Background: an optimization exercise with open tools, aiming at a short achievable clock period and few clock cycles. Do not read the settings as production practice. The RTL was checked by simulation tests, not by an equivalence proof against the original design. The flow treats the clock pin as an ideal source, which a real chip does not have. Power is estimated from default activity; no workload was simulated.

## day3_pack_sequencer
module day3_pack_sequencer #(
    parameter int unsigned NUM_UNITS      = 4,
    parameter int unsigned MAX_PACK       = 128,
    parameter int unsigned RESULT_LATENCY = 8
) (
    input  logic                      clock,
    input  logic                      reset,
    input  logic                      in_valid,
    input  logic [7:0]                in_data,
    input  logic                      in_eof,
    output logic                      in_ready,
    output logic                      init,
    output logic                      stream_en,
    output logic [4*NUM_UNITS-1:0]    next_battery,
    output logic [8*NUM_UNITS-1:0]    battery_pack_size,
    output logic                      batch_done,
    output logic                      finished,
    output logic                      overflow
);
    localparam int unsigned LW = (NUM_UNITS > 1) ? $clog2(NUM_UNITS) : 1;
    localparam int unsigned LO = 16;                  
    localparam int unsigned HI = MAX_PACK / LO;       
    localparam int unsigned DW = $clog2(RESULT_LATENCY + 1);
  ...
clock: 6.0 ns
lec_check: 0
cap_margin: 20
core_margin: 2
core_utilization: 70
cts_cluster_diameter: 60
cts_cluster_size: 30
place_density: 0.8
setup_slack_margin: 4.0
slew_margin: 20
standard.sh (not shown) runs the stock make flow with config.mk's settings and CLKGATE_MAP_FILE= SYNTH_SCRIPT=/design/flow/synth_recipe.tcl, a recipe that flattens the netlist after the stock synthesis.
==> flow/flow/run.sh <==
#!/bin/bash
# Standard synthesis, then the standard layout with three changes:
#  - the resizer may change a cell's footprint;
#  - before detailed placement each flip-flop that drives an output port is
#    moved next to that port's buffer (pull_out_ff.tcl);
#  - after clock tree synthesis the root clock buffer is split into four,
#    one per quadrant, all fed by the clock port (split_root.tcl).
# Each tool's output goes to its own log in this folder (and ORFS's logs).
set -euo pipefail
cd "$(dirname "$0")/.."
HERE=$(pwd)
bash standard.sh synth > synth.log 2>&1
export PRE_DETAIL_PLACE_TCL=$HERE/flow/pull_out_ff.tcl
export POST_CTS_TCL=$HERE/flow/split_root.tcl
bash standard.sh MATCH_CELL_FOOTPRINT=0 finish > layout.log 2>&1
Other scripts of this flow, unchanged in this note and not shown: flow/flow/pull_out_ff.tcl, flow/flow/split_root.tcl
Testbench counts at the start, summed over its fixed seeds: cycles 33,399.
Next try:
--- a/flow/design.v
+++ b/flow/design.v
@@ -132,38 +132,42 @@
     localparam logic [1:0] S_DRAIN  = 2'd2;
     logic [1:0]                        st_q;
     logic [DW-1:0]                     dcnt_q;
     logic [NUM_UNITS-1:0][7:0]         rem_q;
     logic [NUM_UNITS-1:0][LO-1:0]      rlo_q;
     logic [NUM_UNITS-1:0][HI-1:0]      rhi_q, rhia_q;
-    logic [NUM_UNITS-1:0]              act;
+    logic [NUM_UNITS-1:0]              act;         
+    logic [NUM_UNITS-1:0]              act_q;
+    logic [NUM_UNITS-1:0][7:0]         start_size;
     logic                              any_act;
     logic [NUM_UNITS-1:0][HI-1:0][3:0] rda_q;
     logic                              va_q, vb_q;
     logic [NUM_UNITS-1:0]              ma_q, mb_q;
     logic [NUM_UNITS-1:0][3:0]         rdb_q;
     logic                              init_q, stream_en_q, batch_done_q, finished_q;
     logic [NUM_UNITS-1:0][3:0]         nb_q;
     logic [NUM_UNITS-1:0][7:0]         pack_size_q;
     logic                              last_done, fin_set;
     always_comb begin
-        for (int l = 0; l < NUM_UNITS; l++) act[l] = (rem_q[l] != 8'd0);
+        for (int l = 0; l < NUM_UNITS; l++) act[l] = act_q[l];
     end
     assign any_act   = |act;
+    assign start_size = pend_q ? pend_size_q : merged;
     assign start     = idle_q & (pend_q | bc1_q);
     assign last_done = (st_q == S_DRAIN) && (dcnt_q == DW'(RESULT_LATENCY));
     assign idle_d    = (idle_q & ~start) | last_done;
     assign pend_d    = pend_q ? (~start | bc1_q) : (bc1_q & ~start);
     assign fin_set   = eof_q & ~pend_q & ~bc1_q & (idle_q | last_done);
     always_ff @(posedge clock or posedge reset) begin
         if (reset) begin
             st_q         <= S_IDLE;
             idle_q       <= 1'b1;
             pend_q       <= 1'b0;
             dcnt_q       <= '0;
             rem_q        <= '0;
+            act_q        <= '0;
             rlo_q        <= {NUM_UNITS{LO'(1)}};
             rhi_q        <= {NUM_UNITS{HI'(1)}};
             rhia_q       <= '0;
             va_q         <= 1'b0;
             vb_q         <= 1'b0;
             ma_q         <= '0;
@@ -175,30 +179,34 @@
             nb_q         <= '0;
             pack_size_q  <= '0;
         end else begin
             idle_q       <= idle_d;
             pend_q       <= pend_d;
             init_q       <= start;
-            pack_size_q  <= pend_q ? pend_size_q : merged;
+            pack_size_q  <= start_size;
             batch_done_q <= last_done;
             finished_q   <= fin_set;
             va_q         <= 1'b0;
             ma_q         <= '0;
             if (start) begin
                 st_q        <= S_STREAM;
-                rem_q       <= pend_q ? pend_size_q : merged;
+                rem_q       <= start_size;
+                for (int l = 0; l < NUM_UNITS; l++) act_q[l] <= (start_size[l] != 8'd0);
                 rlo_q       <= {NUM_UNITS{LO'(1)}};
                 rhi_q       <= {NUM_UNITS{HI'(1)}};
             end else if (st_q == S_STREAM) begin
                 for (int l = 0; l < NUM_UNITS; l++) begin
                     if (act[l]) begin
                         rlo_q[l] <= {rlo_q[l][LO-2:0], rlo_q[l][LO-1]};
                         if (rlo_q[l][LO-1]) rhi_q[l] <= {rhi_q[l][HI-2:0], 1'b0};
                     end
                 end
-                for (int l = 0; l < NUM_UNITS; l++) rem_q[l] <= rem_q[l] - 8'(act[l]);
+                for (int l = 0; l < NUM_UNITS; l++) begin
+                    rem_q[l] <= rem_q[l] - 8'(act[l]);
+                    act_q[l] <= act[l] & (rem_q[l] != 8'd1);
+                end
                 va_q   <= any_act;
                 ma_q   <= act;
                 if (!any_act) begin
                     st_q   <= S_DRAIN;
                     dcnt_q <= '0;
                 end
The new run went through all stages and came out clean. Setup slack gains 0.028 ns. Die area hardly moves. First-iteration DRC count is lower by 2.4%. Worst hold slack loses 0.0062 ns. Via count is higher by 1.2%. Synthesized area is about the same. Wire length is lower by 0.37%. Combinational power is higher by 55%. Maximum frequency is higher by 1.2%.
Testbench counts after the change, summed over its fixed seeds: cycles 33,399.

-- re-timing with driven ports --
The flow's constraints put no driver on any port. The routed layouts listed below were extracted and timed again, unchanged, in two steps.
Step 1 (the two cells are an assumption about what drives the block):
set clk [get_ports {clock}]
set_driving_cell -lib_cell sky130_fd_sc_hd__clkbuf_16 $clk
set_driving_cell -lib_cell sky130_fd_sc_hd__buf_2 [delete_from_list [all_inputs] $clk]
Step 2, shift: input delay + t, output delay - t, t = (earliest + latest rising clock arrival at the registers) / 2. This alone moves slack from input paths to output paths.
a / b / c = no drivers / after step 1 / after step 2; a / b = the first two.
run | t, ns | setup slack, ns | worst hold slack (ns) | worst setup path at the end | clock arrival spread, ns
the first run | 0.704 | 3.668 / 3.570 / 3.377 | 0.345 / 0.345 / 0.345 | input to register | 0.050 / 0.050
the second run | 0.710 | 3.695 / 3.574 / 3.146 | 0.339 / 0.339 / 0.339 | input to register | 0.048 / 0.048
After both steps every run listed still meets setup and hold. The setup slack of the second run, which loses most, moves by -0.121 ns with the drivers and by -0.549 ns with both steps.
